What follows belongs to an exercise in optimizing a design on an open flow for small area, a short achievable clock period and few clock cycles per item; a production flow would make more cautious choices. No functional check of the RTL was part of any run shown here. No activity file was given, so power comes from the tool's default toggle rates.

==> flow/design.v <==
`timescale 1ns/1ps
package lc4_pkg;
    parameter int XLEN = 16;
    typedef logic [XLEN-1:0] word_t;
    typedef logic [2:0]      reg_idx_t;
    typedef logic [2:0]      nzp_t;
    typedef word_t           imm_t;
    localparam nzp_t NZP_NEG  = 3'b100;
    localparam nzp_t NZP_ZERO = 3'b010;
    localparam nzp_t NZP_POS  = 3'b001;
    typedef enum logic [3:0] {
        OPC_ARITH   = 4'b0001,
        OPC_LOGIC   = 4'b0101,
        OPC_CONST   = 4'b1001,
        OPC_HICONST = 4'b1101
    } opcode_e;
    typedef enum logic [3:0] {
        ALU_ADD,
        ALU_SUB,
        ALU_MUL,
        ALU_ADDI,
        ALU_AND,
        ALU_OR,
        ALU_XOR,
        ALU_NOT,
        ALU_ANDI,
        ALU_CONST,
        ALU_HICONST,
        ALU_NOP
    } alu_op_e;
endpackage
`timescale 1ns/1ps
module lc4_regfile
(
    input  logic        gwe,
    input  logic        i_arst_n,
    input  logic [2:0]  i_rs,
    input  logic [2:0]  i_rt,
    output logic [15:0] o_rs_data,
    output logic [15:0] o_rt_data,
    input  logic        i_we,
    input  logic [2:0]  i_wsel,
    input  logic [15:0] i_wdata
);
    logic [15:0] regs [8];
    logic [15:0] wdata;
    logic [7:0]  wen;
    assign o_rs_data = regs[i_rs];
    assign o_rt_data = regs[i_rt];
    assign wdata = i_wdata & {16{i_arst_n}};
    always_comb begin
        for (int i = 0; i < 8; i++) begin
            wen[i] = ~i_arst_n | (i_we & (i_wsel == 3'(i)));
        end
    end
    always_ff @(posedge gwe) begin
        for (int i = 0; i < 8; i++) begin
            if (wen[i]) begin
                regs[i] <= wdata;
            end
        end
    end
endmodule
`timescale 1ns/1ps
module lc4_decode
(
    input  logic [15:0] i_insn,
    output logic        o_we,
    output logic        o_mul,
    output logic        o_use_a,
    output logic        o_use_b
);
    logic arith;
    logic logic_op;
    assign arith    = (i_insn[15:12] == 4'b0001);
    assign logic_op = (i_insn[15:12] == 4'b0101);
    assign o_we     = (arith & (i_insn[5:3] != 3'b011)) | logic_op |
                      (i_insn[15:12] == 4'b1001) | (i_insn[15:12] == 4'b1101);
    assign o_mul    = arith & (i_insn[5:3] == 3'b001);
    assign o_use_a  = arith | logic_op;
    assign o_use_b  = (arith & ~i_insn[5]) |
                      (logic_op & ~i_insn[5] & (i_insn[4:3] != 2'b01)) |
                      (i_insn[15:12] == 4'b1101);
endmodule
`timescale 1ns/1ps
module insn_queue
(
    input  logic        gwe,
    input  logic        i_arst_n,
    input  logic        i_load,
    input  logic        i_valid,
    input  logic [15:0] i_insn,
    output logic        o_valid,
    output logic [15:0] o_insn,
    output logic [2:0]  o_bsel
);
    always_ff @(posedge gwe or negedge i_arst_n) begin
        if (!i_arst_n) begin
            o_valid <= 1'b0;
        end else if (i_load) begin
            o_valid <= i_valid;
        end
    end
    always_ff @(posedge gwe) begin
        if (i_load) begin
            o_insn <= i_insn;
            o_bsel <= (i_insn[15:12] == 4'b1101) ? i_insn[11:9] : i_insn[2:0];
        end
    end
endmodule
`timescale 1ns/1ps
module lc4_execute
(
    input  logic [15:0] i_insn,
    input  logic        i_mul,
    input  logic [15:0] i_a,
    input  logic [15:0] i_b,
    output logic [15:0] o_s,
    output logic [15:0] o_c
);
    logic [15:0] imm5;
    logic [15:0] addend;
    logic        is_sub;
    logic [15:0] sum;
    logic [15:0] ms;
    logic [15:0] mc;
    logic [15:0] logic_res;
    logic [15:0] alu;
    assign imm5   = {{11{i_insn[4]}}, i_insn[4:0]};
    assign is_sub = ~i_insn[5] & i_insn[4];
    assign addend = i_insn[5] ? imm5 : (is_sub ? ~i_b : i_b);
    assign sum    = i_a + addend + {15'd0, is_sub};
    lc4_mul16 u_mul (.i_a(i_a), .i_b(i_b), .o_s(ms), .o_c(mc));
    always_comb begin
        if (i_insn[5]) begin
            logic_res = i_a & imm5;
        end else begin
            case (i_insn[4:3])
                2'd0:    logic_res = i_a & i_b;
                2'd1:    logic_res = ~i_a;
                2'd2:    logic_res = i_a | i_b;
                default: logic_res = i_a ^ i_b;
            endcase
        end
    end
    always_comb begin
        case (i_insn[15:14])
            2'b00:   alu = sum;
            2'b01:   alu = logic_res;
            2'b10:   alu = {{7{i_insn[8]}}, i_insn[8:0]};
            default: alu = {i_insn[7:0], i_b[7:0]};
        endcase
    end
    assign o_s = i_mul ? ms : alu;
    assign o_c = i_mul ? mc : 16'd0;
endmodule
module lc4_mul16
(
    input  logic [15:0] i_a,
    input  logic [15:0] i_b,
    output logic [15:0] o_s,
    output logic [15:0] o_c
);
    logic one0;
    logic two0;
    logic neg0;
    logic pp1;
    logic pp2;
    logic pp3;
    logic pp4;
    logic pp5;
    logic pp6;
    logic pp7;
    logic pp8;
    logic pp9;
    logic pp10;
    logic pp11;
    logic pp12;
    logic pp13;
    logic pp14;
    logic pp15;
    logic pp16;
    logic one1;
    logic two1;
    logic neg1;
    logic pp17;
    logic pp18;
    logic pp19;
    logic pp20;
    logic pp21;
    logic pp22;
    logic pp23;
    logic pp24;
    logic pp25;
    logic pp26;
    logic pp27;
    logic pp28;
    logic pp29;
    logic pp30;
    logic one2;
    logic two2;
    logic neg2;
    logic pp31;
    logic pp32;
    logic pp33;
    logic pp34;
    logic pp35;
    logic pp36;
    logic pp37;
    logic pp38;
    logic pp39;
    logic pp40;
    logic pp41;
    logic pp42;
    logic one3;
    logic two3;
    logic neg3;
    logic pp43;
    logic pp44;
    logic pp45;
    logic pp46;
    logic pp47;
    logic pp48;
    logic pp49;
    logic pp50;
    logic pp51;
    logic pp52;
    logic one4;
    logic two4;
    logic neg4;
    logic pp53;
    logic pp54;
    logic pp55;
    logic pp56;
    logic pp57;
    logic pp58;
    logic pp59;
    logic pp60;
    logic one5;
    logic two5;
    logic neg5;
    logic pp61;
    logic pp62;
    logic pp63;
    logic pp64;
    logic pp65;
    logic pp66;
    logic one6;
    logic two6;
    logic neg6;
    logic pp67;
    logic pp68;
    logic pp69;
    logic pp70;
    logic one7;
    logic two7;
    logic neg7;
    logic pp71;
    logic pp72;
    logic s73;
    logic c74;
    logic s75;
    logic c76;
    logic s77;
    logic c78;
    logic s79;
    logic c80;
    logic s81;
    logic c82;
    logic s83;
    logic c84;
    logic s85;
    logic c86;
    logic s87;
    logic c88;
    logic s89;
    logic c90;
    logic s91;
    logic s92;
    logic s93;
    logic s94;
    logic c95;
    logic s96;
    logic c97;
    logic s98;
    logic c99;
    logic s100;
    logic c101;
    logic s102;
    logic c103;
    logic s104;
    logic c105;
    logic s106;
    logic c107;
    logic s108;
    logic c109;
    logic s110;
    logic c111;
    logic s112;
    logic c113;
    logic s114;
    logic c115;
    logic s116;
    logic c117;
    logic s118;
    logic c119;
    logic s120;
    logic c121;
    logic s122;
    logic c123;
    logic s124;
    logic c125;
    logic s126;
    logic s127;
    logic s128;
    logic c129;
    logic s130;
    logic c131;
    logic s132;
    logic c133;
    logic s134;
    logic c135;
    logic s136;
    logic c137;
    logic s138;
    logic c139;
    logic s140;
    logic c141;
    logic s142;
    logic c143;
    logic s144;
    logic c145;
    logic s146;
    logic c147;
    logic s148;
    logic c149;
    logic s150;
    logic s151;
    logic c152;
    logic s153;
    logic c154;
    logic s155;
    logic c156;
    logic s157;
    logic c158;
    logic s159;
    logic c160;
    logic s161;
    logic c162;
    logic s163;
    logic c164;
    logic s165;
    logic c166;
    logic s167;
    logic c168;
    logic s169;
    logic c170;
    logic s171;
    logic c172;
    logic s173;
    logic c174;
    logic s175;
    logic c176;
    logic s177;
    assign one0 = i_b[0] ^ 1'b0;
    assign two0 = (i_b[1] & ~i_b[0] & ~1'b0) | (~i_b[1] & i_b[0] & 1'b0);
    assign neg0 = i_b[1];
    assign pp1 = (one0 & i_a[0]) ^ neg0;
    assign pp2 = ((one0 & i_a[1]) | (two0 & i_a[0])) ^ neg0;
    assign pp3 = ((one0 & i_a[2]) | (two0 & i_a[1])) ^ neg0;
    assign pp4 = ((one0 & i_a[3]) | (two0 & i_a[2])) ^ neg0;
    assign pp5 = ((one0 & i_a[4]) | (two0 & i_a[3])) ^ neg0;
    assign pp6 = ((one0 & i_a[5]) | (two0 & i_a[4])) ^ neg0;
    assign pp7 = ((one0 & i_a[6]) | (two0 & i_a[5])) ^ neg0;
    assign pp8 = ((one0 & i_a[7]) | (two0 & i_a[6])) ^ neg0;
    assign pp9 = ((one0 & i_a[8]) | (two0 & i_a[7])) ^ neg0;
    assign pp10 = ((one0 & i_a[9]) | (two0 & i_a[8])) ^ neg0;
    assign pp11 = ((one0 & i_a[10]) | (two0 & i_a[9])) ^ neg0;
    assign pp12 = ((one0 & i_a[11]) | (two0 & i_a[10])) ^ neg0;
    assign pp13 = ((one0 & i_a[12]) | (two0 & i_a[11])) ^ neg0;
    assign pp14 = ((one0 & i_a[13]) | (two0 & i_a[12])) ^ neg0;
    assign pp15 = ((one0 & i_a[14]) | (two0 & i_a[13])) ^ neg0;
    assign pp16 = ((one0 & i_a[15]) | (two0 & i_a[14])) ^ neg0;
    assign one1 = i_b[2] ^ i_b[1];
    assign two1 = (i_b[3] & ~i_b[2] & ~i_b[1]) | (~i_b[3] & i_b[2] & i_b[1]);
    assign neg1 = i_b[3];
    assign pp17 = (one1 & i_a[0]) ^ neg1;
    assign pp18 = ((one1 & i_a[1]) | (two1 & i_a[0])) ^ neg1;
    assign pp19 = ((one1 & i_a[2]) | (two1 & i_a[1])) ^ neg1;
    assign pp20 = ((one1 & i_a[3]) | (two1 & i_a[2])) ^ neg1;
    assign pp21 = ((one1 & i_a[4]) | (two1 & i_a[3])) ^ neg1;
    assign pp22 = ((one1 & i_a[5]) | (two1 & i_a[4])) ^ neg1;
    assign pp23 = ((one1 & i_a[6]) | (two1 & i_a[5])) ^ neg1;
    assign pp24 = ((one1 & i_a[7]) | (two1 & i_a[6])) ^ neg1;
    assign pp25 = ((one1 & i_a[8]) | (two1 & i_a[7])) ^ neg1;
    assign pp26 = ((one1 & i_a[9]) | (two1 & i_a[8])) ^ neg1;
    assign pp27 = ((one1 & i_a[10]) | (two1 & i_a[9])) ^ neg1;
    assign pp28 = ((one1 & i_a[11]) | (two1 & i_a[10])) ^ neg1;
    assign pp29 = ((one1 & i_a[12]) | (two1 & i_a[11])) ^ neg1;
    assign pp30 = ((one1 & i_a[13]) | (two1 & i_a[12])) ^ neg1;
    assign one2 = i_b[4] ^ i_b[3];
    assign two2 = (i_b[5] & ~i_b[4] & ~i_b[3]) | (~i_b[5] & i_b[4] & i_b[3]);
    assign neg2 = i_b[5];
    assign pp31 = (one2 & i_a[0]) ^ neg2;
    assign pp32 = ((one2 & i_a[1]) | (two2 & i_a[0])) ^ neg2;
    assign pp33 = ((one2 & i_a[2]) | (two2 & i_a[1])) ^ neg2;
    assign pp34 = ((one2 & i_a[3]) | (two2 & i_a[2])) ^ neg2;
    assign pp35 = ((one2 & i_a[4]) | (two2 & i_a[3])) ^ neg2;
    assign pp36 = ((one2 & i_a[5]) | (two2 & i_a[4])) ^ neg2;
    assign pp37 = ((one2 & i_a[6]) | (two2 & i_a[5])) ^ neg2;
    assign pp38 = ((one2 & i_a[7]) | (two2 & i_a[6])) ^ neg2;
    assign pp39 = ((one2 & i_a[8]) | (two2 & i_a[7])) ^ neg2;
    assign pp40 = ((one2 & i_a[9]) | (two2 & i_a[8])) ^ neg2;
    assign pp41 = ((one2 & i_a[10]) | (two2 & i_a[9])) ^ neg2;
    assign pp42 = ((one2 & i_a[11]) | (two2 & i_a[10])) ^ neg2;
    assign one3 = i_b[6] ^ i_b[5];
    assign two3 = (i_b[7] & ~i_b[6] & ~i_b[5]) | (~i_b[7] & i_b[6] & i_b[5]);
    assign neg3 = i_b[7];
    assign pp43 = (one3 & i_a[0]) ^ neg3;
    assign pp44 = ((one3 & i_a[1]) | (two3 & i_a[0])) ^ neg3;
    assign pp45 = ((one3 & i_a[2]) | (two3 & i_a[1])) ^ neg3;
    assign pp46 = ((one3 & i_a[3]) | (two3 & i_a[2])) ^ neg3;
    assign pp47 = ((one3 & i_a[4]) | (two3 & i_a[3])) ^ neg3;
    assign pp48 = ((one3 & i_a[5]) | (two3 & i_a[4])) ^ neg3;
    assign pp49 = ((one3 & i_a[6]) | (two3 & i_a[5])) ^ neg3;
    assign pp50 = ((one3 & i_a[7]) | (two3 & i_a[6])) ^ neg3;
    assign pp51 = ((one3 & i_a[8]) | (two3 & i_a[7])) ^ neg3;
    assign pp52 = ((one3 & i_a[9]) | (two3 & i_a[8])) ^ neg3;
    assign one4 = i_b[8] ^ i_b[7];
    assign two4 = (i_b[9] & ~i_b[8] & ~i_b[7]) | (~i_b[9] & i_b[8] & i_b[7]);
    assign neg4 = i_b[9];
    assign pp53 = (one4 & i_a[0]) ^ neg4;
    assign pp54 = ((one4 & i_a[1]) | (two4 & i_a[0])) ^ neg4;
    assign pp55 = ((one4 & i_a[2]) | (two4 & i_a[1])) ^ neg4;
    assign pp56 = ((one4 & i_a[3]) | (two4 & i_a[2])) ^ neg4;
    assign pp57 = ((one4 & i_a[4]) | (two4 & i_a[3])) ^ neg4;
    assign pp58 = ((one4 & i_a[5]) | (two4 & i_a[4])) ^ neg4;
    assign pp59 = ((one4 & i_a[6]) | (two4 & i_a[5])) ^ neg4;
    assign pp60 = ((one4 & i_a[7]) | (two4 & i_a[6])) ^ neg4;
    assign one5 = i_b[10] ^ i_b[9];
    assign two5 = (i_b[11] & ~i_b[10] & ~i_b[9]) | (~i_b[11] & i_b[10] & i_b[9]);
    assign neg5 = i_b[11];
    assign pp61 = (one5 & i_a[0]) ^ neg5;
    assign pp62 = ((one5 & i_a[1]) | (two5 & i_a[0])) ^ neg5;
    assign pp63 = ((one5 & i_a[2]) | (two5 & i_a[1])) ^ neg5;
    assign pp64 = ((one5 & i_a[3]) | (two5 & i_a[2])) ^ neg5;
    assign pp65 = ((one5 & i_a[4]) | (two5 & i_a[3])) ^ neg5;
    assign pp66 = ((one5 & i_a[5]) | (two5 & i_a[4])) ^ neg5;
    assign one6 = i_b[12] ^ i_b[11];
    assign two6 = (i_b[13] & ~i_b[12] & ~i_b[11]) | (~i_b[13] & i_b[12] & i_b[11]);
    assign neg6 = i_b[13];
    assign pp67 = (one6 & i_a[0]) ^ neg6;
    assign pp68 = ((one6 & i_a[1]) | (two6 & i_a[0])) ^ neg6;
    assign pp69 = ((one6 & i_a[2]) | (two6 & i_a[1])) ^ neg6;
    assign pp70 = ((one6 & i_a[3]) | (two6 & i_a[2])) ^ neg6;
    assign one7 = i_b[14] ^ i_b[13];
    assign two7 = (i_b[15] & ~i_b[14] & ~i_b[13]) | (~i_b[15] & i_b[14] & i_b[13]);
    assign neg7 = i_b[15];
    assign pp71 = (one7 & i_a[0]) ^ neg7;
    assign pp72 = ((one7 & i_a[1]) | (two7 & i_a[0])) ^ neg7;
    assign s73 = pp11 ^ pp25;
    assign c74 = pp11 & pp25;
    assign s75 = pp12 ^ pp26;
    assign c76 = pp12 & pp26;
    assign s77 = pp13 ^ pp27 ^ pp39;
    assign c78 = (pp13 & pp27) | (pp13 & pp39) | (pp27 & pp39);
    assign s79 = pp49 ^ pp57;
    assign c80 = pp49 & pp57;
    assign s81 = pp14 ^ pp28 ^ pp40;
    assign c82 = (pp14 & pp28) | (pp14 & pp40) | (pp28 & pp40);
    assign s83 = pp50 ^ pp58;
    assign c84 = pp50 & pp58;
    assign s85 = pp15 ^ pp29 ^ pp41;
    assign c86 = (pp15 & pp29) | (pp15 & pp41) | (pp29 & pp41);
    assign s87 = pp51 ^ pp59 ^ pp65;
    assign c88 = (pp51 & pp59) | (pp51 & pp65) | (pp59 & pp65);
    assign s89 = pp69 ^ pp71;
    assign c90 = pp69 & pp71;
    assign s91 = pp16 ^ pp30 ^ pp42;
    assign s92 = pp52 ^ pp60 ^ pp66;
    assign s93 = pp70 ^ pp72;
    assign s94 = pp7 ^ pp21;
    assign c95 = pp7 & pp21;
    assign s96 = pp8 ^ pp22;
    assign c97 = pp8 & pp22;
    assign s98 = pp9 ^ pp23 ^ pp35;
    assign c99 = (pp9 & pp23) | (pp9 & pp35) | (pp23 & pp35);
    assign s100 = pp45 ^ pp53;
    assign c101 = pp45 & pp53;
    assign s102 = pp10 ^ pp24 ^ pp36;
    assign c103 = (pp10 & pp24) | (pp10 & pp36) | (pp24 & pp36);
    assign s104 = pp46 ^ pp54;
    assign c105 = pp46 & pp54;
    assign s106 = s73 ^ pp37 ^ pp47;
    assign c107 = (s73 & pp37) | (s73 & pp47) | (pp37 & pp47);
    assign s108 = pp55 ^ pp61 ^ neg5;
    assign c109 = (pp55 & pp61) | (pp55 & neg5) | (pp61 & neg5);
    assign s110 = s75 ^ pp38 ^ pp48;
    assign c111 = (s75 & pp38) | (s75 & pp48) | (pp38 & pp48);
    assign s112 = pp56 ^ pp62 ^ c74;
    assign c113 = (pp56 & pp62) | (pp56 & c74) | (pp62 & c74);
    assign s114 = s77 ^ s79 ^ pp63;
    assign c115 = (s77 & s79) | (s77 & pp63) | (s79 & pp63);
    assign s116 = pp67 ^ neg6 ^ c76;
    assign c117 = (pp67 & neg6) | (pp67 & c76) | (neg6 & c76);
    assign s118 = s81 ^ s83 ^ pp64;
    assign c119 = (s81 & s83) | (s81 & pp64) | (s83 & pp64);
    assign s120 = pp68 ^ c78 ^ c80;
    assign c121 = (pp68 & c78) | (pp68 & c80) | (c78 & c80);
    assign s122 = s85 ^ s87 ^ s89;
    assign c123 = (s85 & s87) | (s85 & s89) | (s87 & s89);
    assign s124 = neg7 ^ c82 ^ c84;
    assign c125 = (neg7 & c82) | (neg7 & c84) | (c82 & c84);
    assign s126 = s91 ^ s92 ^ s93;
    assign s127 = c86 ^ c88 ^ c90;
    assign s128 = pp5 ^ pp19;
    assign c129 = pp5 & pp19;
    assign s130 = pp6 ^ pp20;
    assign c131 = pp6 & pp20;
    assign s132 = s94 ^ pp33 ^ pp43;
    assign c133 = (s94 & pp33) | (s94 & pp43) | (pp33 & pp43);
    assign s134 = s96 ^ pp34 ^ pp44;
    assign c135 = (s96 & pp34) | (s96 & pp44) | (pp34 & pp44);
    assign s136 = s98 ^ s100 ^ neg4;
    assign c137 = (s98 & s100) | (s98 & neg4) | (s100 & neg4);
    assign s138 = s102 ^ s104 ^ c99;
    assign c139 = (s102 & s104) | (s102 & c99) | (s104 & c99);
    assign s140 = s106 ^ s108 ^ c103;
    assign c141 = (s106 & s108) | (s106 & c103) | (s108 & c103);
    assign s142 = s110 ^ s112 ^ c107;
    assign c143 = (s110 & s112) | (s110 & c107) | (s112 & c107);
    assign s144 = s114 ^ s116 ^ c111;
    assign c145 = (s114 & s116) | (s114 & c111) | (s116 & c111);
    assign s146 = s118 ^ s120 ^ c115;
    assign c147 = (s118 & s120) | (s118 & c115) | (s120 & c115);
    assign s148 = s122 ^ s124 ^ c119;
    assign c149 = (s122 & s124) | (s122 & c119) | (s124 & c119);
    assign s150 = s126 ^ s127 ^ c123;
    assign s151 = pp3 ^ pp17;
    assign c152 = pp3 & pp17;
    assign s153 = pp4 ^ pp18;
    assign c154 = pp4 & pp18;
    assign s155 = s128 ^ pp31 ^ neg2;
    assign c156 = (s128 & pp31) | (s128 & neg2) | (pp31 & neg2);
    assign s157 = s130 ^ pp32 ^ c129;
    assign c158 = (s130 & pp32) | (s130 & c129) | (pp32 & c129);
    assign s159 = s132 ^ neg3 ^ c131;
    assign c160 = (s132 & neg3) | (s132 & c131) | (neg3 & c131);
    assign s161 = s134 ^ c95 ^ c133;
    assign c162 = (s134 & c95) | (s134 & c133) | (c95 & c133);
    assign s163 = s136 ^ c97 ^ c135;
    assign c164 = (s136 & c97) | (s136 & c135) | (c97 & c135);
    assign s165 = s138 ^ c101 ^ c137;
    assign c166 = (s138 & c101) | (s138 & c137) | (c101 & c137);
    assign s167 = s140 ^ c105 ^ c139;
    assign c168 = (s140 & c105) | (s140 & c139) | (c105 & c139);
    assign s169 = s142 ^ c109 ^ c141;
    assign c170 = (s142 & c109) | (s142 & c141) | (c109 & c141);
    assign s171 = s144 ^ c113 ^ c143;
    assign c172 = (s144 & c113) | (s144 & c143) | (c113 & c143);
    assign s173 = s146 ^ c117 ^ c145;
    assign c174 = (s146 & c117) | (s146 & c145) | (c117 & c145);
    assign s175 = s148 ^ c121 ^ c147;
    assign c176 = (s148 & c121) | (s148 & c147) | (c121 & c147);
    assign s177 = s150 ^ c125 ^ c149;
    assign o_s[0] = pp1;
    assign o_c[0] = neg0;
    assign o_s[1] = pp2;
    assign o_c[1] = 1'b0;
    assign o_s[2] = s151;
    assign o_c[2] = neg1;
    assign o_s[3] = s153;
    assign o_c[3] = c152;
    assign o_s[4] = s155;
    assign o_c[4] = c154;
    assign o_s[5] = s157;
    assign o_c[5] = c156;
    assign o_s[6] = s159;
    assign o_c[6] = c158;
    assign o_s[7] = s161;
    assign o_c[7] = c160;
    assign o_s[8] = s163;
    assign o_c[8] = c162;
    assign o_s[9] = s165;
    assign o_c[9] = c164;
    assign o_s[10] = s167;
    assign o_c[10] = c166;
    assign o_s[11] = s169;
    assign o_c[11] = c168;
    assign o_s[12] = s171;
    assign o_c[12] = c170;
    assign o_s[13] = s173;
    assign o_c[13] = c172;
    assign o_s[14] = s175;
    assign o_c[14] = c174;
    assign o_s[15] = s177;
    assign o_c[15] = c176;
endmodule
`timescale 1ns/1ps
module lc4_core
(
    input  logic        gwe,
    input  logic        i_arst_n,
    input  logic        i_insn_valid,
    input  logic [15:0] i_insn,
    output logic        o_insn_ready,
    output logic        o_ret_valid,
    input  logic        i_ret_ready,
    output logic [15:0] o_ret_insn,
    output logic        o_ret_we,
    output logic [2:0]  o_ret_wsel,
    output logic [15:0] o_ret_data,
    output logic [2:0]  o_ret_nzp
);
    logic        x_valid;
    logic [15:0] x_insn;
    logic [2:0]  x_bsel;
    logic        x_we;
    logic        x_mul;
    logic        x_use_a;
    logic        x_use_b;
    logic [15:0] rf_a;
    logic [15:0] rf_b;
    logic [15:0] a;
    logic [15:0] b;
    logic [15:0] x_s;
    logic [15:0] x_c;
    logic        hit_a;
    logic        hit_b;
    logic        stall;
    logic        y_free;
    logic        x_fire;
    logic        y_valid;
    logic [15:0] y_insn;
    logic [15:0] y_s;
    logic [15:0] y_c;
    logic        y_fwd;    
    logic        y_mw;     
    logic [15:0] y_sum;
    logic        y_zero;
    assign y_free       = ~y_valid | i_ret_ready;
    assign x_fire       = x_valid & y_free & ~stall;
    assign o_insn_ready = ~x_valid | (y_free & ~stall);
    insn_queue u_in (
        .gwe      (gwe),
        .i_arst_n (i_arst_n),
        .i_load   (o_insn_ready),
        .i_valid  (i_insn_valid),
        .i_insn   (i_insn),
        .o_valid  (x_valid),
        .o_insn   (x_insn),
        .o_bsel   (x_bsel)
    );
    lc4_decode u_xdec (
        .i_insn  (x_insn),
        .o_we    (x_we),
        .o_mul   (x_mul),
        .o_use_a (x_use_a),
        .o_use_b (x_use_b)
    );
    lc4_regfile u_rf (
        .gwe       (gwe),
        .i_arst_n  (i_arst_n),
        .i_rs      (x_insn[8:6]),
        .i_rt      (x_bsel),
        .o_rs_data (rf_a),
        .o_rt_data (rf_b),
        .i_we      (y_valid & i_ret_ready & (y_fwd | y_mw)),
        .i_wsel    (y_insn[11:9]),
        .i_wdata   (y_sum)
    );
    assign hit_a = (y_insn[11:9] == x_insn[8:6]);
    assign hit_b = (y_insn[11:9] == x_bsel);
    assign a     = (y_fwd & hit_a) ? y_s : rf_a;
    assign b     = (y_fwd & hit_b) ? y_s : rf_b;
    assign stall = y_valid & y_mw & ((hit_a & x_use_a) | (hit_b & x_use_b));
    lc4_execute u_alu (
        .i_insn (x_insn),
        .i_mul  (x_mul),
        .i_a    (a),
        .i_b    (b),
        .o_s    (x_s),
        .o_c    (x_c)
    );
    always_ff @(posedge gwe or negedge i_arst_n) begin
        if (!i_arst_n) begin
            y_valid <= 1'b0;
            y_fwd   <= 1'b0;
            y_mw    <= 1'b0;
        end else if (y_free) begin
            y_valid <= x_fire;
            y_fwd   <= x_fire & x_we & ~x_mul;
            y_mw    <= x_fire & x_mul;
        end
    end
    always_ff @(posedge gwe) begin
        if (y_free) begin
            y_insn <= x_insn;
            y_s    <= x_s;
            y_c    <= x_c;
        end
    end
    assign y_sum = y_s + y_c;
    assign y_zero = &(~(y_s ^ y_c ^ {y_s[14:0] | y_c[14:0], 1'b0}));
    assign o_ret_valid = y_valid;
    assign o_ret_insn  = y_insn;
    assign o_ret_we    = y_fwd | y_mw;
    assign o_ret_wsel  = y_insn[11:9];
    assign o_ret_data  = y_sum;
    assign o_ret_nzp   = {y_sum[15], y_zero, ~y_sum[15] & ~y_zero};
endmodule
==> flow/run.sh <==
#!/bin/bash
# synth_recipe.tcl (not shown) runs the flow's synth.tcl, then flattens the netlist and writes it again
# the make line also repeats each setting of config.mk as NAME=value (left out here)
make -C /OpenROAD-flow-scripts/flow DESIGN_CONFIG=/design/flow/config.mk WORK_HOME=/design/flow/orfs CLKGATE_MAP_FILE= SYNTH_SCRIPT=/design/flow/synth_recipe.tcl finish
==> flow/config.mk <==
export PLATFORM = sky130hd
export DESIGN_NAME = lc4_core
export DESIGN_NICKNAME = lc4_core
export VERILOG_FILES = /design/flow/design.v
export SDC_FILE = /design/flow/constraint.sdc
export NUM_CORES = 4
export LEC_CHECK = 0
export CAP_MARGIN = 20
export CORE_MARGIN = 2
export CORE_UTILIZATION = 40
export PLACE_DENSITY = 0.6
export SETUP_SLACK_MARGIN = 4
export SLEW_MARGIN = 20
==> flow/constraint.sdc <==
create_clock -name core_clock -period 8.2 [get_ports {gwe}]
set_input_delay 1.6400 -clock core_clock [delete_from_list [all_inputs] [get_ports {gwe}]]
set_output_delay 1.6400 -clock core_clock [all_outputs]
set_load 0.01 [all_outputs]
==> notes.md, run 1 <==
Antenna Nets Post-Route 0; dominant cell type by count on the critical path xnor2_1; Post-synth EDFFs 194; floorplan die height 204 um; overall die width 204 um; Cell variety after synth 85; effective utilization at floorplan 0.405; Peak supply drop 0.000289 V; core area 0.0397 sq mm; count of clock tree sinks 198; portion of synthesized cell area occupied by the leading cell type 0.362; WP depth 25; launch point of the worst reg-to-reg path u_in.o_bsel[1]$_DFFE_PP_; type of the most critical hold path flop to flop; unrepaired setup endpoints after global routing yes; Final period util 0.686; Placed Cells incl. Taps 2165; CTS Hold Bufs 0; Placed Instance Area 0.0172 sq mm; total power per unit cell area 376 mW/mm^2; Post-synth ARST share 0.0202; number of buffers created by CTS 17; top-level I/O count 61; number of global-route vias before repair 14293; launching element type of the critical path flop; IO Port Bufs 60; wire length of the first global-routing pass 90300 um; Top Metal Used met4; total number of nets in the final design 2034; element type at the critical path end flop; number of hold violations in the final report 0; Sw Share 0.448; crit path capture y_s[15]$_DFFE_PN_; max-cap check violation count 0; slowest stage cell, crit path edfxtp_1; beginning of the critical path u_in.o_bsel[1]$_DFFE_PP_; met2 routed WL 27600 um; Vias 15323; Reg power frac 0.190; cell type with the highest aggregate area in the netlist edfxtp_1; relative area change from synthesis to final layout 33.9%; Total Routed Length 62900 um; # setup viols final 0; Critical Path AT 5.81 ns; Detail Placement HPWL 38900 um; delay of the slowest critical-path stage 0.51 ns; Antenna Diode Count 0; clock root cell clkbuf_16; endpoint of the worst register-to-register path y_s[15]$_DFFE_PN_; sequential fraction of the synthesis area 0.369; outcome finished clean; hold slack final 0.426 ns; crit path max fanout 5; die area 0.0418 sq mm; flip-flop and latch count after synthesis 198; weighted congestion reported at the end of routability-driven placement 0.962; post-layout total power 8.09 mW; Crit path max-delay family XOR/XNOR gates; Post-Synthesis Net Count 1816; largest net degree at the start of global routing 61; number of antenna violations at the first check in global routing 1; Worst Tran Pin Value 1.10 ns; clock share of power 0.103; most repeated cell in the gate-level netlist after synthesis edfxtp_1; TritonCTS clock tree yes; DRC errors left 0; largest cells by area after synthesis edfxtp_1 (36%), ha_1 (6.9%), a21oi_1 (4.9%); part of the power in combinational logic 0.707; total overflow reported by the global router 0; top_reg_cell synth edfxtp_1; Skew-Pair Late Insertion Delay 0.45 ns; total global-route track usage 0.290; CP Data Required Time 8.38 ns; worst clock skew on the final layout 0.0107 ns; clk buf depth 2; post-synthesis area per instance 9.61 sq um; pins over their slew limit 0; number of vias per cell 6.31; Max Fclk 0.178 GHz; reg2reg setup slack 2.57 ns; DRT iter0 DRCs 2291; instance count of the mapped netlist 1674; number of H-tree levels 4; routed wire length on met3 6960 um; final total negative setup slack 0 ns; internal portion of total power 4.46 mW; Worst Path Buf+Inv 7; Synth Warn # 5; wire length the detailed router placed on met1 25300 um; critical path class flop to flop; post-CTS clock slew at the launch and capture registers of the worst setup and hold paths 0.07 ns; net switching power of the design 3.62 mW; relative slew slack 0.263; synthesized cell area 0.0161 sq mm; routed len/inst 25.9 um; Leakage 8.36 nW; post-route cell area 0.0215 sq mm; final critical path time including I/O delays and setup 5.63 ns; proportion of layout cells with a drive suffix above 1 0.342; Core Rows 73; count of non-filler cells in the finished layout 2430; number of filler cells placed in the layout 3395; first-pass detailed-route iteration total 6; Synth top cells by count edfxtp_1 (194), nor2_1 (163), a21oi_1 (156); cells on worst reg2reg path 25
[layout make-up]
type | count | area (sq um) | share of cell area
clock buffer | 18 | 439 | 0.0204
clock inverter | 14 | 141 | 0.00657
inverter | 108 | 537 | 0.0249
multi-input combinational | 1234 | 10500 | 0.488
sequential | 198 | 5930 | 0.275
tap | 525 | 657 | 0.0305
timing repair buffer | 332 | 3320 | 0.154
timing repair inverter | 1 | 8.76 | 0.000407
[cells by family after synthesis]
kind of cell	after synthesis	synth area share
AOI/OAI and AO/OA	538	0.218
and+or+nand+nor	395	0.112
muxes	79	0.0688
xor gates and xnor gates	93	0.0527
adders and majority gates	126	0.113
buffers and inverters	245	0.0672
DFF	198	0.369
[worst min path at each step]
stage                              start              endpoint  depth (start not counted)
2_1_floorplan  u_in.o_insn[10]$_DFFE_PP_  y_insn[10]$_DFFE_PN_                          0
3_3_place_gp    u_in.o_insn[9]$_DFFE_PP_   y_insn[9]$_DFFE_PN_                          0
3_5_place_dp   u_in.o_insn[11]$_DFFE_PP_  y_insn[11]$_DFFE_PN_                          0
4_1_cts        u_in.o_insn[11]$_DFFE_PP_  y_insn[11]$_DFFE_PN_                          0
5_1_grt        u_in.o_insn[11]$_DFFE_PP_  y_insn[11]$_DFFE_PN_                          0
6_report       u_in.o_insn[11]$_DFFE_PP_  y_insn[11]$_DFFE_PN_                          0
[layer usage]
layer | up-vias | track usage
met1 | 7470 | 0.404
met5 | - | 0
li1 | 6597 | -
met4 | 0 | 0.129
met3 | 219 | 0.0647
met2 | 1037 | 0.432
[what timing repair did]
action	4_1_cts	5_1_grt
pin swaps	85	106
gates cloned	14	3
setup buffers	145	70
resized for setup	356	126
endpoints found under the setup margin	44	41
[stage by stage]
step | util | worst slack, ns
final | 0.542 | 2.57
after global routing | 0.542 | 2.35
after CTS | 0.513 | 2.65
after detailed placement | 0.433 | 1.32
after global placement | 0.433 | 1.33
after floorplan | - | 2.98
[layout by cell type, fill, tap and decap left out, drive strengths merged, types with 44 or more instances in the layout]
cell type,Yosys,routed
a21oi,156,156
buf,56,277
clkdlybuf4s50,0,44
edfxtp,194,194
ha,89,89
inv,97,94
nand2,103,103
nor2,163,163
o21ai,138,138
xnor2,67,67
[power groups by stage]
stage               clock (mW)  sequential, mW  combinational, mW
global route             0.878            1.55               6.09
floorplan                    0            1.48               3.13
global placement             0            1.54               4.39
detailed placement           0            1.54               4.38
CTS                      0.838            1.52               5.19
finish                   0.836            1.53               5.72
[sequential cells by signal, indices dropped and copies added (netlist names)]
name          cells
u_in.o_insn      16
u_in.o_bsel       3
u_rf.regs       128
y_mw              1
y_c              15
y_valid           1
u_in.o_valid      1
y_insn           16
y_s              16
y_fwd             1
==> run 2: changes to the inputs <==
--- a/flow/config.mk
+++ b/flow/config.mk
@@ -11,3 +11,2 @@
 export PLACE_DENSITY = 0.6
-export SETUP_SLACK_MARGIN = 4
 export SLEW_MARGIN = 20
==> run 2 against run 1 <==
  * Register-to-register slack worse by 1.0 ns
  * First-iteration DRC count fell by 18%
  * Count of clock-buffer cells in the layout shrank 1
  * Largest cell class unchanged
  * Largest power group unchanged
  * Highest routed layer is now met5
==> notes.md, run 2 <==
outcome finished clean; number of flip-flops under the largest register name 128; Skew-Pair Late Insertion Delay 0.45 ns; Peak supply drop 0.000335 V; proportion of layout cells with a drive suffix above 1 0.103; dominant cell type by count on the critical path xnor2_1; launching element type of the critical path flop; number of buffers created by CTS 17; Leakage 6.67 nW; Worst Tran Pin Value 0.960 ns; total overflow reported by the global router 0; register ranked first by flip-flop count u_rf.regs; leading cell type in the layout, fill and taps excluded edfxtp_1; portion of synthesized cell area occupied by the leading cell type 0.362; relative area change from synthesis to final layout 10.5%; launch point of the worst reg-to-reg path y_insn[11]$_DFFE_PN_; type of the most critical hold path flop to flop; number of global-route vias before repair 12642; Detail Placement HPWL 38800 um; Antenna Nets Post-Route 0; wire length of the first global-routing pass 80100 um; pins over their slew limit 0; post-synthesis area per instance 9.61 sq um; overall die width 204 um; clock root cell clkbuf_16; post-CTS resize count 0; crit path max fanout 37; Post-CTS Repair Setup Buffers 0; number of H-tree levels 4; CTS Hold Bufs 0; most utilized layer in the global route result met2; hold slack final 0.424 ns; Crit path max-delay family XOR/XNOR gates; CP Data Required Time 8.39 ns; DRC errors left 0; beginning of the critical path y_insn[11]$_DFFE_PN_; Total Routed Length 53900 um; relative slew slack 0.360; post-layout total power 6.72 mW; floorplan die height 204 um; number of antenna violations at the first check in global routing 2; global-route met2 utilization 0.387; commonest cells after routing, fill and taps aside edfxtp_1 (194), nor2_1 (163), a21oi_1 (156), o21ai_0 (125), nand2_1 (103); Vias 13540; post-CTS clock slew at the launch and capture registers of the worst setup and hold paths 0.08 ns; total global-route track usage 0.257; weighted congestion reported at the end of routability-driven placement 0.972; delay of the slowest critical-path stage 0.56 ns; clk buf depth 2; worst clock skew on the final layout 0.0115 ns; max-cap check violation count 0; Max Fclk 0.150 GHz; final critical path time including I/O delays and setup 6.65 ns; cells on worst reg2reg path 22; DRT iter0 DRCs 1881; flip-flop and latch count after synthesis 198; final total negative setup slack 0 ns; total number of nets in the final design 1812; Synth Warn # 5; # setup viols final 0; slowest stage cell, crit path edfxtp_1; Antenna Diode Count 0; core area 0.0397 sq mm; critical path class flop to flop; list of cells traversed by the critical path xnor2_1, and4_1, buf_4, nand2_1, o31ai_4, buf_4, clkinv_1, a221oi_1, nor2_1, a21oi_1, fa_1, fa_1, fa_1, xnor2_1, xnor2_1, xnor2_1, xnor2_1, xnor2_1, xnor2_1, xnor3_1, xnor2_1, a21oi_1; sequential fraction of the synthesis area 0.369; number of vias per cell 6.13; first-pass detailed-route iteration total 8; Final period util 0.811; TritonCTS clock tree yes; IO Port Bufs 60; Core Rows 73; global-route met3 utilization 0.0571; Synth top cells by count edfxtp_1 (194), nor2_1 (163), a21oi_1 (156); Critical Path AT 6.84 ns; Post-synth EDFFs 194; Worst Path Buf+Inv 3; top_reg_cell synth edfxtp_1; Post-synth ARST share 0.0202; endpoint of the worst register-to-register path y_s[15]$_DFFE_PN_; total power per unit cell area 378 mW/mm^2; crit path capture y_s[15]$_DFFE_PN_; WP depth 22; die area 0.0418 sq mm; routed len/inst 24.4 um; largest net degree at the start of global routing 61; cell type with the highest aggregate area in the netlist edfxtp_1; synthesized cell area 0.0161 sq mm; Cell variety after synth 85; effective utilization at floorplan 0.405; top-level I/O count 61; most repeated cell in the gate-level netlist after synthesis edfxtp_1; element type at the critical path end flop; largest cells by area after synthesis edfxtp_1 (36%), ha_1 (6.9%), a21oi_1 (4.9%); number of hold violations in the final report 0; instance count of the mapped netlist 1674; Post-Synthesis Net Count 1816; count of clock tree sinks 198; met1 usage in global routing 0.368; reg2reg setup slack 1.55 ns; unrepaired setup endpoints after global routing no
-- run 2: cell counts after synthesis --
No cell type changed its count.
-- run 2: cells by family (layout without fill, tap and decap cells) --
logic type | after synthesis | after routing | share of synthesized area
xor gates and xnor gates | 93 | 93 | 0.0527
buffers and inverters | 245 | 254 | 0.0672
DFF | 198 | 198 | 0.369
muxes | 79 | 79 | 0.0688
and+or+nand+nor | 395 | 395 | 0.112
AOI/OAI and AO/OA | 538 | 538 | 0.218
adders and majority gates | 126 | 126 | 0.113
-- run 2: metal layers --
layer / share of wire / vias to the layer above
li1: - / 6127
met1: 0.43 / 6571
met2: 0.44 / 738
met3: 0.097 / 100
met4: 0.030 / 4
met5: 0.00045 / -
-- run 2: final cells by class --
type | count | area, sq um
multi-input combinational | 1231 | 9130
fill | 3777 | 22000
sequential | 198 | 5930
inverter | 108 | 422
tap | 525 | 657
clock buffer | 17 | 425
timing repair buffer | 114 | 1020
clock inverter | 15 | 188
-- run 2: worst min path at each step --
stage,start,endpoint,slack [ns],depth (start not counted)
floorplan,u_in.o_insn[10]$_DFFE_PP_,y_insn[10]$_DFFE_PN_,0.40,0
global placement,u_in.o_insn[11]$_DFFE_PP_,y_insn[11]$_DFFE_PN_,0.40,0
detailed placement,u_in.o_insn[11]$_DFFE_PP_,y_insn[11]$_DFFE_PN_,0.41,0
CTS,u_in.o_insn[11]$_DFFE_PP_,y_insn[11]$_DFFE_PN_,0.42,0
global route,u_in.o_insn[9]$_DFFE_PP_,y_insn[9]$_DFFE_PN_,0.44,0
finish,u_in.o_insn[11]$_DFFE_PP_,y_insn[11]$_DFFE_PN_,0.42,0
-- run 2: worst reg2reg max path: stages, from the launching register on --
cell      delay (ns)
edfxtp_1        0.56
xnor2_1         0.25
and4_1          0.42
buf_4           0.39
nand2_1         0.16
o31ai_4         0.08
buf_4           0.39
clkinv_1        0.59
a221oi_1        0.40
nor2_1          0.07
a21oi_1         0.18
fa_1            0.48
fa_1            0.52
fa_1            0.44
xnor2_1         0.18
xnor2_1         0.16
xnor2_1         0.17
xnor2_1         0.16
xnor2_1         0.15
xnor2_1         0.15
xnor3_1         0.25
xnor2_1         0.18
a21oi_1         0.08
-- run 2: report_power, final --
| group | switching (mW) | internal, mW |
|---|---|---|
| combinational | 2.50 | 1.81 |
| sequential | 0.144 | 1.39 |
| clock | 0.411 | 0.465 |
| total | 3.06 | 3.66 |
-- run 2: per-stage QoR --
stage / std cells / worst slack, ns / util / cell area [sq um]
6_report: 2208 / 1.55 / 0.447 / 17800
5_1_grt: 2208 / 1.06 / 0.447 / 17800
4_1_cts: 2207 / 1.56 / 0.447 / 17800
3_5_place_dp: 2175 / 1.63 / 0.431 / 17100
3_3_place_gp: 2173 / 1.66 / 0.431 / 17100
2_1_floorplan: 1674 / 2.50 / - / 16100
==> run 3: changes to the inputs <==
--- a/flow/design.v
+++ b/flow/design.v
@@ -36,4 +36,4 @@
     input  logic        i_arst_n,
-    input  logic [2:0]  i_rs,
-    input  logic [2:0]  i_rt,
+    input  logic [7:0]  i_rs_hot,
+    input  logic [7:0]  i_rt_hot,
     output logic [15:0] o_rs_data,
@@ -47,4 +47,10 @@
     logic [7:0]  wen;
-    assign o_rs_data = regs[i_rs];
-    assign o_rt_data = regs[i_rt];
+    always_comb begin
+        o_rs_data = '0;
+        o_rt_data = '0;
+        for (int i = 0; i < 8; i++) begin
+            o_rs_data = o_rs_data | (regs[i] & {16{i_rs_hot[i]}});
+            o_rt_data = o_rt_data | (regs[i] & {16{i_rt_hot[i]}});
+        end
+    end
     assign wdata = i_wdata & {16{i_arst_n}};
@@ -94,4 +100,12 @@
     output logic [15:0] o_insn,
-    output logic [2:0]  o_bsel
+    output logic [7:0]  o_rs_hot,
+    output logic [7:0]  o_rt_hot,
+    output logic [15:0] o_nx_insn,
+    output logic [7:0]  o_nx_rs_hot,
+    output logic [7:0]  o_nx_rt_hot
 );
+    logic [2:0] bsel;
+    logic [7:0] rs_hot;
+    logic [7:0] rt_hot;
+    assign bsel = (i_insn[15:12] == 4'b1101) ? i_insn[11:9] : i_insn[2:0];
     always_ff @(posedge gwe or negedge i_arst_n) begin
@@ -103,8 +117,16 @@
     end
-    always_ff @(posedge gwe) begin
-        if (i_load) begin
-            o_insn <= i_insn;
-            o_bsel <= (i_insn[15:12] == 4'b1101) ? i_insn[11:9] : i_insn[2:0];
+    always_comb begin
+        for (int i = 0; i < 8; i++) begin
+            rs_hot[i] = (i_insn[8:6] == 3'(i));
+            rt_hot[i] = (bsel == 3'(i));
         end
     end
+    assign o_nx_insn   = i_load ? i_insn : o_insn;
+    assign o_nx_rs_hot = i_load ? rs_hot : o_rs_hot;
+    assign o_nx_rt_hot = i_load ? rt_hot : o_rt_hot;
+    always_ff @(posedge gwe) begin
+        o_insn   <= o_nx_insn;
+        o_rs_hot <= o_nx_rs_hot;
+        o_rt_hot <= o_nx_rt_hot;
+    end
 endmodule
@@ -131,3 +153,3 @@
     assign addend = i_insn[5] ? imm5 : (is_sub ? ~i_b : i_b);
-    assign sum    = i_a + addend + {15'd0, is_sub};
+    lc4_add16 u_add (.i_a(i_a), .i_b(addend), .i_cin(is_sub), .o_sum(sum));
     lc4_mul16 u_mul (.i_a(i_a), .i_b(i_b), .o_s(ms), .o_c(mc));
@@ -156,2 +178,34 @@
 endmodule
+module lc4_add16
+(
+    input  logic [15:0] i_a,
+    input  logic [15:0] i_b,
+    input  logic        i_cin,
+    output logic [15:0] o_sum
+);
+    logic [15:0] p;
+    logic [15:0] g;
+    logic [15:0] gg;
+    logic [15:0] pp;
+    always_comb begin
+        p  = i_a ^ i_b;
+        g  = i_a & i_b;
+        g[0] = g[0] | (p[0] & i_cin);
+        gg = g;
+        pp = p;
+        for (int l = 0; l < 4; l++) begin
+            for (int i = (2 << l) - 1; i < 16; i += (2 << l)) begin
+                gg[i] = gg[i] | (pp[i] & gg[i - (1 << l)]);
+                pp[i] = pp[i] & pp[i - (1 << l)];
+            end
+        end
+        for (int l = 2; l >= 0; l--) begin
+            for (int i = (3 << l) - 1; i < 16; i += (2 << l)) begin
+                gg[i] = gg[i] | (pp[i] & gg[i - (1 << l)]);
+                pp[i] = pp[i] & pp[i - (1 << l)];
+            end
+        end
+        o_sum = p ^ {gg[14:0], i_cin};
+    end
+endmodule
 module lc4_mul16
@@ -616,3 +670,16 @@
     logic [15:0] x_insn;
-    logic [2:0]  x_bsel;
+    logic [7:0]  x_rs_hot;
+    logic [7:0]  x_rt_hot;
+    logic [7:0]  y_rd_hot;
+    logic [7:0]  x_rd_hot;
+    logic [7:0]  xn_rs_hot;
+    logic [7:0]  xn_rt_hot;
+    logic [15:0] xn_insn;
+    logic        xn_use_a;
+    logic        xn_use_b;
+    logic [7:0]  yn_rd_hot;
+    logic        yn_fwd;
+    logic        yn_mw;
+    logic        byp_a;
+    logic        byp_b;
     logic        x_we;
@@ -651,3 +718,14 @@
         .o_insn   (x_insn),
-        .o_bsel   (x_bsel)
+        .o_rs_hot (x_rs_hot),
+        .o_rt_hot (x_rt_hot),
+        .o_nx_insn   (xn_insn),
+        .o_nx_rs_hot (xn_rs_hot),
+        .o_nx_rt_hot (xn_rt_hot)
+    );
+    lc4_decode u_ndec (
+        .i_insn  (xn_insn),
+        .o_we    (),
+        .o_mul   (),
+        .o_use_a (xn_use_a),
+        .o_use_b (xn_use_b)
     );
@@ -663,4 +741,4 @@
         .i_arst_n  (i_arst_n),
-        .i_rs      (x_insn[8:6]),
-        .i_rt      (x_bsel),
+        .i_rs_hot  (x_rs_hot),
+        .i_rt_hot  (x_rt_hot),
         .o_rs_data (rf_a),
@@ -671,7 +749,26 @@
     );
-    assign hit_a = (y_insn[11:9] == x_insn[8:6]);
-    assign hit_b = (y_insn[11:9] == x_bsel);
-    assign a     = (y_fwd & hit_a) ? y_s : rf_a;
-    assign b     = (y_fwd & hit_b) ? y_s : rf_b;
-    assign stall = y_valid & y_mw & ((hit_a & x_use_a) | (hit_b & x_use_b));
+    always_comb begin
+        for (int i = 0; i < 8; i++) begin
+            y_rd_hot[i] = (y_insn[11:9] == 3'(i));
+            x_rd_hot[i] = (x_insn[11:9] == 3'(i));
+        end
+    end
+    assign yn_fwd    = y_free ? (x_fire & x_we & ~x_mul) : y_fwd;
+    assign yn_mw     = y_free ? (x_fire & x_mul) : y_mw;
+    assign yn_rd_hot = y_free ? x_rd_hot : y_rd_hot;
+    assign hit_a     = |(yn_rd_hot & xn_rs_hot);
+    assign hit_b     = |(yn_rd_hot & xn_rt_hot);
+    always_ff @(posedge gwe) begin
+        byp_a <= yn_fwd & hit_a;
+        byp_b <= yn_fwd & hit_b;
+    end
+    always_ff @(posedge gwe or negedge i_arst_n) begin
+        if (!i_arst_n) begin
+            stall <= 1'b0;
+        end else begin
+            stall <= yn_mw & ((hit_a & xn_use_a) | (hit_b & xn_use_b));
+        end
+    end
+    assign a = byp_a ? y_s : rf_a;
+    assign b = byp_b ? y_s : rf_b;
     lc4_execute u_alu (
@@ -702,3 +799,3 @@
     end
-    assign y_sum = y_s + y_c;
+    lc4_add16 u_cpa (.i_a(y_s), .i_b(y_c), .i_cin(1'b0), .o_sum(y_sum));
     assign y_zero = &(~(y_s ^ y_c ^ {y_s[14:0] | y_c[14:0], 1'b0}));
==> run 3 against run 2 <==
  * Global-route usage down 0.96 points
  * Critical endpoint is now o_ret_data[15]
  * Area after synthesis is 2.6% lower
  * Largest cell class unchanged
  * Utilization up 0.25 points
  * Sequential power up 8%
  * Synthesized cell count is 8.7% lower
  * Clock skew rose by 0.0095 ns
  * Highest routed layer is now met4
==> notes.md, run 3 <==
crit path max fanout 4; Post-CTS Repair Setup Buffers 0; effective utilization at floorplan 0.405; commonest cells after routing, fill and taps aside edfxtp_1 (184), a22oi_1 (143), inv_1 (118), a21oi_1 (101), nand2_1 (94); leading cell type in the layout, fill and taps excluded edfxtp_1; routed len/inst 24.9 um; weighted congestion reported at the end of routability-driven placement 0.949; Post-Synthesis Net Count 1682; Final period util 0.767; Antenna Nets Post-Route 0; core area 0.0386 sq mm; hold slack final 0.469 ns; number of hold violations in the final report 0; final total negative setup slack 0 ns; number of cells traversed by the worst hold path 0; Detail Placement HPWL 36900 um; number of flip-flops under the largest register name 128; DRC errors left 0; Post-synth EDFFs 184; proportion of layout cells with a drive suffix above 1 0.101; total number of nets in the final design 1689; sequential fraction of the synthesis area 0.393; portion of synthesized cell area occupied by the leading cell type 0.353; post-CTS clock slew at the launch and capture registers of the worst setup and hold paths 0.06 ns; clock root cell clkbuf_16; element type at the critical path end primary output; flip-flop and latch count after synthesis 214; floorplan die height 202 um; Vias 12730; number of antenna violations at the first check in global routing 0; launching element type of the critical path flop; TritonCTS clock tree yes; Peak supply drop 0.000381 V; reg2reg setup slack 2.01 ns; Post-synth ARST share 0.0234; register ranked first by flip-flop count u_rf.regs; number of H-tree levels 1; CTS Hold Bufs 0; Antenna Diode Count 0; pins over their slew limit 0; total global-route track usage 0.248; Max Fclk 0.159 GHz; clk buf depth 3; post-CTS resize count 0; post-synthesis area per instance 10.2 sq um; largest cells by area after synthesis edfxtp_1 (35%), a22oi_1 (6.9%), ha_1 (6.8%); critical path class flop to primary output; synthesized cell area 0.0157 sq mm; IO Port Bufs 60; overall die width 202 um; top-level I/O count 61; max-cap check violation count 0; type of the most critical hold path flop to flop; first-pass detailed-route iteration total 6; instance count of the mapped netlist 1528; Leakage 6.51 nW; number of vias per cell 6.15; Worst Tran Pin Value 0.992 ns; DRT iter0 DRCs 1756; number of global-route vias before repair 12244; relative slew slack 0.339; Core Rows 72; CP Data Required Time 6.56 ns; number of buffers created by CTS 24; top_reg_cell synth edfxtp_1; outcome finished clean; unrepaired setup endpoints after global routing no; largest net degree at the start of global routing 44; # setup viols final 0; cells on worst reg2reg path 26; wire length of the first global-routing pass 77600 um; Critical Path AT 4.65 ns; most repeated cell in the gate-level netlist after synthesis edfxtp_1; Total Routed Length 51500 um; worst clock skew on the final layout 0.0210 ns; relative area change from synthesis to final layout 11.0%; total overflow reported by the global router 0; total power per unit cell area 388 mW/mm^2; cell type with the highest aggregate area in the netlist edfxtp_1; Cell variety after synth 77; final critical path time including I/O delays and setup 6.29 ns; count of clock tree sinks 214; Synth Warn # 6; final core utilization 0.450; die area 0.0407 sq mm; Skew-Pair Late Insertion Delay 0.51 ns; Synth top cells by count edfxtp_1 (184), a22oi_1 (143), inv_1 (118)
[run 3: report_power, final]
part           internal [mW]  leakage (nW)  switching (mW)  total, mW
registers               1.47          2.15           0.180       1.65
logic                   1.67          3.99            2.40       4.07
clock network          0.604         0.364           0.410       1.01
[run 3: stage by stage]
| stage | setup WS [ns] | instance area, sq um | total power, mW | cells |
|---|---|---|---|---|
| global placement | 2.23 | 16600 | 5.62 | 2026 |
| detailed placement | 2.13 | 16600 | 5.69 | 2027 |
| floorplan | 2.68 | 15700 | 4.42 | 1528 |
| CTS | 1.91 | 17400 | 6.72 | 2069 |
| finish | 1.91 | 17400 | 6.74 | 2069 |
| global route | 1.65 | 17400 | 7.23 | 2069 |
[run 3: cells by family after synthesis]
group,share of synthesized area
buffers and inverters,0.0741
adder cells (fa/ha/maj),0.131
AND/OR/NAND/NOR,0.0940
XOR/XNOR,0.0450
AO/OA/AOI/OAI,0.213
multiplexers,0.0503
flip-flops,0.393
[run 3: final timing paths]
check,start,to
max,y_s[0]$_DFFE_PN_,o_ret_data[15]
min,u_in.o_insn[13]$_DFF_P_,y_insn[13]$_DFFE_PN_
max reg2reg,u_in.o_rt_hot[5]$_DFF_P_,y_s[15]$_DFFE_PN_
min reg2reg,u_in.o_insn[13]$_DFF_P_,y_insn[13]$_DFFE_PN_
max in group asynchronous,i_arst_n,y_fwd$_DFF_PN0_
min in group asynchronous,i_arst_n,stall$_DFF_PN0_
[run 3: final cells by class]
class	instances	area, sq um
Inverter	127	487
Multi-Input combinational cell	1062	8380
Sequential cell	214	6150
Timing Repair Buffer	106	958
Fill cell	3623	21300
Tap cell	518	648
Clock buffer	33	676
Clock inverter	9	72.6
[run 3: routing by layer]
layer	part of all wire	up-vias	track usage
met2	0.47	721	0.410
met3	0.093	115	0.0342
met5	0	-	0
li1	-	5693	-
met4	0.028	0	0.0667
met1	0.41	6201	0.342
[run 3: worst max-delay path, cell delays in order, from the launching register on]
cell,delay [ns]
edfxtp_1,0.46
ha_1,0.22
ha_1,0.23
a21o_1,0.18
a21oi_1,0.34
o21bai_1,0.11
a21oi_1,0.32
nor2b_1,0.09
o21a_1,0.19
o21a_1,0.16
o21ai_0,0.23
a211o_1,0.25
o21a_1,0.22
fa_1,0.21
xnor2_1,0.29
clkdlybuf4s50_1,0.65
==> run 4: changes to the inputs <==
--- a/flow/config.mk
+++ b/flow/config.mk
@@ -9,4 +9,4 @@
 export CORE_MARGIN = 2
-export CORE_UTILIZATION = 40
-export PLACE_DENSITY = 0.6
+export CORE_UTILIZATION = 65
+export PLACE_DENSITY = 0.8
 export SLEW_MARGIN = 20
==> run 4 against run 3 <==
  * Design area fell by 1.9%
  * Power shrank 0.29%
  * Utilization is 27 points higher
  * Highest routed layer is now met5
  * Clock power hardly changed
  * Critical path depth down 10
  * Non-clock buffer count shrank 13
  * Fmax is 1.7% lower
==> notes.md, run 4 <==
instance count of the mapped netlist 1528; relative area change from synthesis to final layout 8.82%; most repeated cell in the gate-level netlist after synthesis edfxtp_1; Post-CTS Repair Setup Buffers 0; cell type with the highest aggregate area in the netlist edfxtp_1; Total Routed Length 48500 um; synthesized cell area 0.0157 sq mm; final core utilization 0.724; post-CTS clock slew at the launch and capture registers of the worst setup and hold paths 0.06 ns; CP Data Required Time 6.56 ns; Max Fclk 0.156 GHz; first-pass detailed-route iteration total 7; total global-route track usage 0.373; Post-synth EDFFs 184; Synth top cells by count edfxtp_1 (184), a22oi_1 (143), inv_1 (118); largest net degree at the start of global routing 46; Leakage 6.45 nW; Worst Tran Pin Value 1.19 ns; floorplan die height 159 um; post-synthesis area per instance 10.2 sq um; total power per unit cell area 394 mW/mm^2; post-layout total power 6.72 mW; Reg power frac 0.247; part of the power in combinational logic 0.603; final critical path time including I/O delays and setup 6.40 ns; clk buf depth 3; top_reg_cell synth edfxtp_1; DRT iter0 DRCs 2087; IO Port Bufs 60; hold slack final 0.491 ns; worst setup slack after layout 1.80 ns; outcome finished clean; clock root cell clkbuf_16; number of global-route vias before repair 12251; placement-stage worst setup slack 1.87 ns; Cell variety after synth 77; net switching power of the design 3.02 mW; total number of nets in the final design 1675; die area 0.0253 sq mm; max-cap check violation count 0; critical path class input pin to primary output; CTS Hold Bufs 0; weighted congestion reported at the end of routability-driven placement 0.969; clock share of power 0.151; largest cells by area after synthesis edfxtp_1 (35%), a22oi_1 (6.9%), ha_1 (6.8%); number of hold violations in the final report 0; total overflow reported by the global router 0; Final period util 0.781; sequential fraction of the synthesis area 0.393; relative slew slack 0.203; proportion of layout cells with a drive suffix above 1 0.0988; number of buffers created by CTS 23; Critical Path AT 4.76 ns; Skew-Pair Late Insertion Delay 0.51 ns; effective utilization at floorplan 0.665; number of antenna violations at the first check in global routing 0; launching element type of the critical path input pin; type of the most critical hold path flop to flop; post-CTS resize count 0; DRC errors left 0; Sw Share 0.449; wire length of the first global-routing pass 73000 um; count of clock tree sinks 214; Post-Synthesis Net Count 1682; element type at the critical path end primary output; worst clock skew on the final layout 0.0178 ns; portion of synthesized cell area occupied by the leading cell type 0.353; flip-flop and latch count after synthesis 214; number of vias per cell 7.12; routed len/inst 26.1 um; commonest cells after routing, fill and taps aside edfxtp_1 (184), a22oi_1 (143), inv_1 (118), a21oi_1 (101), nand2_1 (94); crit path max fanout 28; leading cell type in the layout, fill and taps excluded edfxtp_1; Vias 13214; top-level I/O count 61; Peak supply drop 0.000276 V; Detail Placement HPWL 33800 um; register ranked first by flip-flop count u_rf.regs; unrepaired setup endpoints after global routing no; Post-synth ARST share 0.0234; TritonCTS clock tree yes; # setup viols final 0; Core Rows 56; Antenna Nets Post-Route 0; pins over their slew limit 0; Antenna Diode Count 0; Synth Warn # 6; core area 0.0235 sq mm; number of H-tree levels 1; number of filler cells placed in the layout 1738; internal portion of total power 3.70 mW; overall die width 159 um; final total negative setup slack 0 ns; number of flip-flops under the largest register name 128
## run 4: cell types whose count changed in the layout (fill, tap and decap cells not counted), sizes merged
cell / before / now
buf: 46 / 33
clkbuf: 33 / 26
inv: 123 / 129
clkinvlp: 1 / 2
## run 4: worst paths after layout
check / to / cells past startpoint / slack (ns) / from
max: o_insn_ready / 5 / 1.80 / i_ret_ready
min: y_insn[13]$_DFFE_PN_ / 0 / 0.49 / u_in.o_insn[13]$_DFF_P_
max reg2reg: y_s[15]$_DFFE_PN_ / 26 / 1.99 / u_in.o_rt_hot[2]$_DFF_P_
min reg2reg: y_insn[13]$_DFFE_PN_ / 0 / 0.49 / u_in.o_insn[13]$_DFF_P_
max in group asynchronous: y_valid$_DFFE_PN0N_ / 2 / 6.31 / i_arst_n
min in group asynchronous: y_fwd$_DFF_PN0_ / 2 / 1.58 / i_arst_n
## run 4: cell type report
class / count / area, sq um / area share
clock buffers: 26 / 607 / 0.0356
inverters: 127 / 487 / 0.0286
clock inverters: 16 / 134 / 0.00786
repair buffers: 93 / 848 / 0.0498
multi-input cells: 1062 / 8410 / 0.494
well taps: 319 / 399 / 0.0234
flip-flops and latches: 214 / 6150 / 0.361
## run 4: metrics by stage
stage / area [sq um] / instances
6_report: 17000 / 1857
5_1_grt: 17000 / 1857
4_1_cts: 17000 / 1857
3_5_place_dp: 16300 / 1815
3_3_place_gp: 16300 / 1815
2_1_floorplan: 15700 / 1528
## run 4: cell families after synthesis
group	Yosys count	synth area share
xor gates and xnor gates	78	0.0450
and+or+nand+nor	304	0.0940
adders and majority gates	135	0.131
AOI/OAI and AO/OA	497	0.213
DFF	214	0.393
buffers and inverters	252	0.0741
muxes	48	0.0503
## run 4: layer usage
layer  global-route usage  up-vias  wire (um)
met5               0.0152        -         45
met4                0.108        2       1690
met3               0.0880      145       7100
met2                0.547     1117      20900
met1                0.556     6279      18800
li1                     -     5671          -
## run 4: power groups by stage
stage	Clock (mW)	Combinational, mW	Sequential (mW)
3_5_place_dp	0	3.96	1.66
3_3_place_gp	0	3.86	1.66
5_1_grt	1.06	4.44	1.67
6_report	1.01	4.05	1.66
2_1_floorplan	0	2.84	1.58
4_1_cts	1.02	3.98	1.65
## run 4: worst max-delay path: stages
cell	delay [ns]
clkdlybuf4s50_1	0.45
nor2b_1	0.65
o21a_1	0.77
inv_1	0.61
clkdlybuf4s50_1	0.63
==> run 5: changes to the inputs <==
--- a/flow/design.v
+++ b/flow/design.v
@@ -146,2 +146,3 @@
     logic [15:0] sum;
+    logic [15:0] sum_raw;
     logic [15:0] ms;
@@ -152,4 +153,5 @@
     assign is_sub = ~i_insn[5] & i_insn[4];
-    assign addend = i_insn[5] ? imm5 : (is_sub ? ~i_b : i_b);
-    lc4_add16 u_add (.i_a(i_a), .i_b(addend), .i_cin(is_sub), .o_sum(sum));
+    assign addend = i_insn[5] ? imm5 : i_b;
+    lc4_add16 u_add (.i_a(i_a ^ {16{is_sub}}), .i_b(addend), .o_sum(sum_raw));
+    assign sum    = sum_raw ^ {16{is_sub}};
     lc4_mul16 u_mul (.i_a(i_a), .i_b(i_b), .o_s(ms), .o_c(mc));
@@ -182,3 +184,2 @@
     input  logic [15:0] i_b,
-    input  logic        i_cin,
     output logic [15:0] o_sum
@@ -192,3 +193,2 @@
         g  = i_a & i_b;
-        g[0] = g[0] | (p[0] & i_cin);
         gg = g;
@@ -207,3 +207,3 @@
         end
-        o_sum = p ^ {gg[14:0], i_cin};
+        o_sum = p ^ {gg[14:0], 1'b0};
     end
@@ -799,3 +799,3 @@
     end
-    lc4_add16 u_cpa (.i_a(y_s), .i_b(y_c), .i_cin(1'b0), .o_sum(y_sum));
+    lc4_add16 u_cpa (.i_a(y_s), .i_b(y_c), .o_sum(y_sum));
     assign y_zero = &(~(y_s ^ y_c ^ {y_s[14:0] | y_c[14:0], 1'b0}));
--- a/flow/config.mk
+++ b/flow/config.mk
@@ -7,6 +7,7 @@
 export LEC_CHECK = 0
+export ABC_AREA = 1
 export CAP_MARGIN = 20
 export CORE_MARGIN = 2
-export CORE_UTILIZATION = 65
-export PLACE_DENSITY = 0.8
+export CORE_UTILIZATION = 40
+export PLACE_DENSITY = 0.6
 export SLEW_MARGIN = 20
==> run 5 against run 4 <==
  * Power increased by 3.9%
  * Routed wire length increased by 8.3%
  * Largest cell class unchanged
  * Utilization decreased by 27 points
  * Sequential cell count unchanged
  * Fmax increased by 6.1%
==> notes.md, run 5 <==
Cell variety after synth 50; type of the most critical hold path flop to flop; final total negative setup slack 0 ns; total number of nets in the final design 2048; number of buffers created by CTS 24; CTS Hold Bufs 0; post-CTS clock slew at the launch and capture registers of the worst setup and hold paths 0.07 ns; Total Routed Length 52500 um; DRT iter0 DRCs 1543; outcome finished clean; Antenna Nets Post-Route 0; largest net degree at the start of global routing 61; placement-stage worst setup slack 2.32 ns; proportion of layout cells with a drive suffix above 1 0.0607; element type at the critical path end primary output; top-level I/O count 61; relative area change from synthesis to final layout 10.8%; # setup viols final 0; weighted congestion reported at the end of routability-driven placement 0.947; TritonCTS clock tree yes; register ranked first by flip-flop count u_rf.regs; Synth Warn # 6; delay of the slowest critical-path stage 0.54 ns; floorplan die height 202 um; Vias 13693; final critical path time including I/O delays and setup 6.03 ns; worst setup slack after layout 2.17 ns; routed len/inst 21.6 um; core area 0.0387 sq mm; Synth top cells by count nand2_1 (488), inv_1 (202), edfxtp_1 (184); Post-Synthesis Net Count 2025; portion of synthesized cell area occupied by the leading cell type 0.352; Worst Path Buf+Inv 4; relative slew slack 0.303; Worst Tran Pin Value 1.04 ns; number of vias per cell 5.64; Sw Share 0.466; pins over their slew limit 0; clock share of power 0.156; number of H-tree levels 1; most repeated cell in the gate-level netlist after synthesis nand2_1; Skew-Pair Late Insertion Delay 0.55 ns; number of antenna violations at the first check in global routing 0; largest cells by area after synthesis edfxtp_1 (35%), nand2_1 (12%), ha_1 (6.8%); clk buf depth 3; Reg power frac 0.235; hold slack final 0.470 ns; synthesized cell area 0.0157 sq mm; flip-flop and latch count after synthesis 214; Final period util 0.736; number of global-route vias before repair 13112; wire length of the first global-routing pass 79200 um; post-synthesis area per instance 8.40 sq um; total global-route track usage 0.254; total overflow reported by the global router 0; number of filler cells placed in the layout 3845; cell type with the highest aggregate area in the netlist edfxtp_1; Detail Placement HPWL 37700 um; launching element type of the critical path flop; Crit path max-delay family compound AO/OA/AOI/OAI gates; DRC errors left 0; sequential fraction of the synthesis area 0.391; count of clock tree sinks 214; leading cell type in the layout, fill and taps excluded nand2_1; IO Port Bufs 60; Critical Path AT 4.39 ns; Peak supply drop 0.000344 V; total power per unit cell area 401 mW/mm^2; post-layout total power 6.98 mW; list of cells traversed by the critical path inv_1, ha_1, nand2_1, nand2_1, a31oi_1, inv_1, a221o_1, a31oi_1, o21ai_0, a31oi_1, fa_1, xnor2_1, inv_1, nor2_1, clkdlybuf4s50_1; overall die width 202 um
==> run 5: power groups by stage <==
stage	Combinational, mW	Clock [mW]	Sequential [mW]
detailed placement	4.19	0	1.65
floorplan	2.96	0	1.57
CTS	4.23	1.10	1.63
finish	4.25	1.09	1.64
global route	4.75	1.14	1.66
global placement	4.11	0	1.65
==> run 5: path summary, 6_finish.rpt <==
path / cells after the start / slack [ns] / startpoint / endpoint
worst max-delay path: 15 / 2.17 / y_s[3]$_DFFE_PN_ / o_ret_nzp[0]
worst min-delay path: 0 / 0.47 / u_in.o_insn[12]$_DFF_P_ / y_insn[12]$_DFFE_PN_
worst max register to register: 27 / 2.20 / u_in.o_rt_hot[1]$_DFF_P_ / y_s[15]$_DFFE_PN_
worst min register to register: 0 / 0.47 / u_in.o_insn[12]$_DFF_P_ / y_insn[12]$_DFFE_PN_
max in group asynchronous: 2 / 6.54 / i_arst_n / u_in.o_valid$_DFFE_PN0N_
min in group asynchronous: 2 / 1.45 / i_arst_n / y_valid$_DFFE_PN0N_
==> run 5: cell type report <==
cell class                 instances  area (sq um)  share of cell area
clock buffer                      31           627              0.0360
inverter                         214           806              0.0463
tap                              518           648              0.0372
multi-input combinational       1351          8210               0.471
clock inverter                    12           155             0.00891
sequential                       214          6150               0.353
timing repair buffer              89           818              0.0470
==> run 5: stage by stage <==
stage | cells | util | area (sq um)
after CTS | 2429 | 0.449 | 17400
final | 2429 | 0.450 | 17400
after global placement | 2386 | 0.429 | 16600
after detailed placement | 2386 | 0.429 | 16600
after floorplan | 1871 | - | 15700
after global routing | 2429 | 0.450 | 17400
==> run 5: cell families (layout without fill, tap and decap cells) <==
logic type,Yosys count,in the layout,synth area share
AOI/OAI and AO/OA,316,316,0.120
buffers and inverters,306,346,0.0881
xor gates and xnor gates,107,107,0.0596
DFF,214,214,0.391
adders and majority gates,134,134,0.130
and+or+nand+nor,794,794,0.211
==> run 5: layer usage <==
metal  part of all wire  GRT usage  wire [um]  vias up
met5                  0          0          0        -
met3               0.10     0.0480       5230      106
met2               0.44      0.394      23200      766
met1               0.42      0.354      22200     6534
met4              0.036     0.0910       1900        0
li1                   -          -          -     6287

Setup slack of run 5, layout unchanged: 2.167 ns with ideal ports, 2.122 ns with driving cells assumed (clock clkbuf_16, inputs buf_2), 2.202 ns with port delays also shifted by the 0.576 ns mid clock arrival.
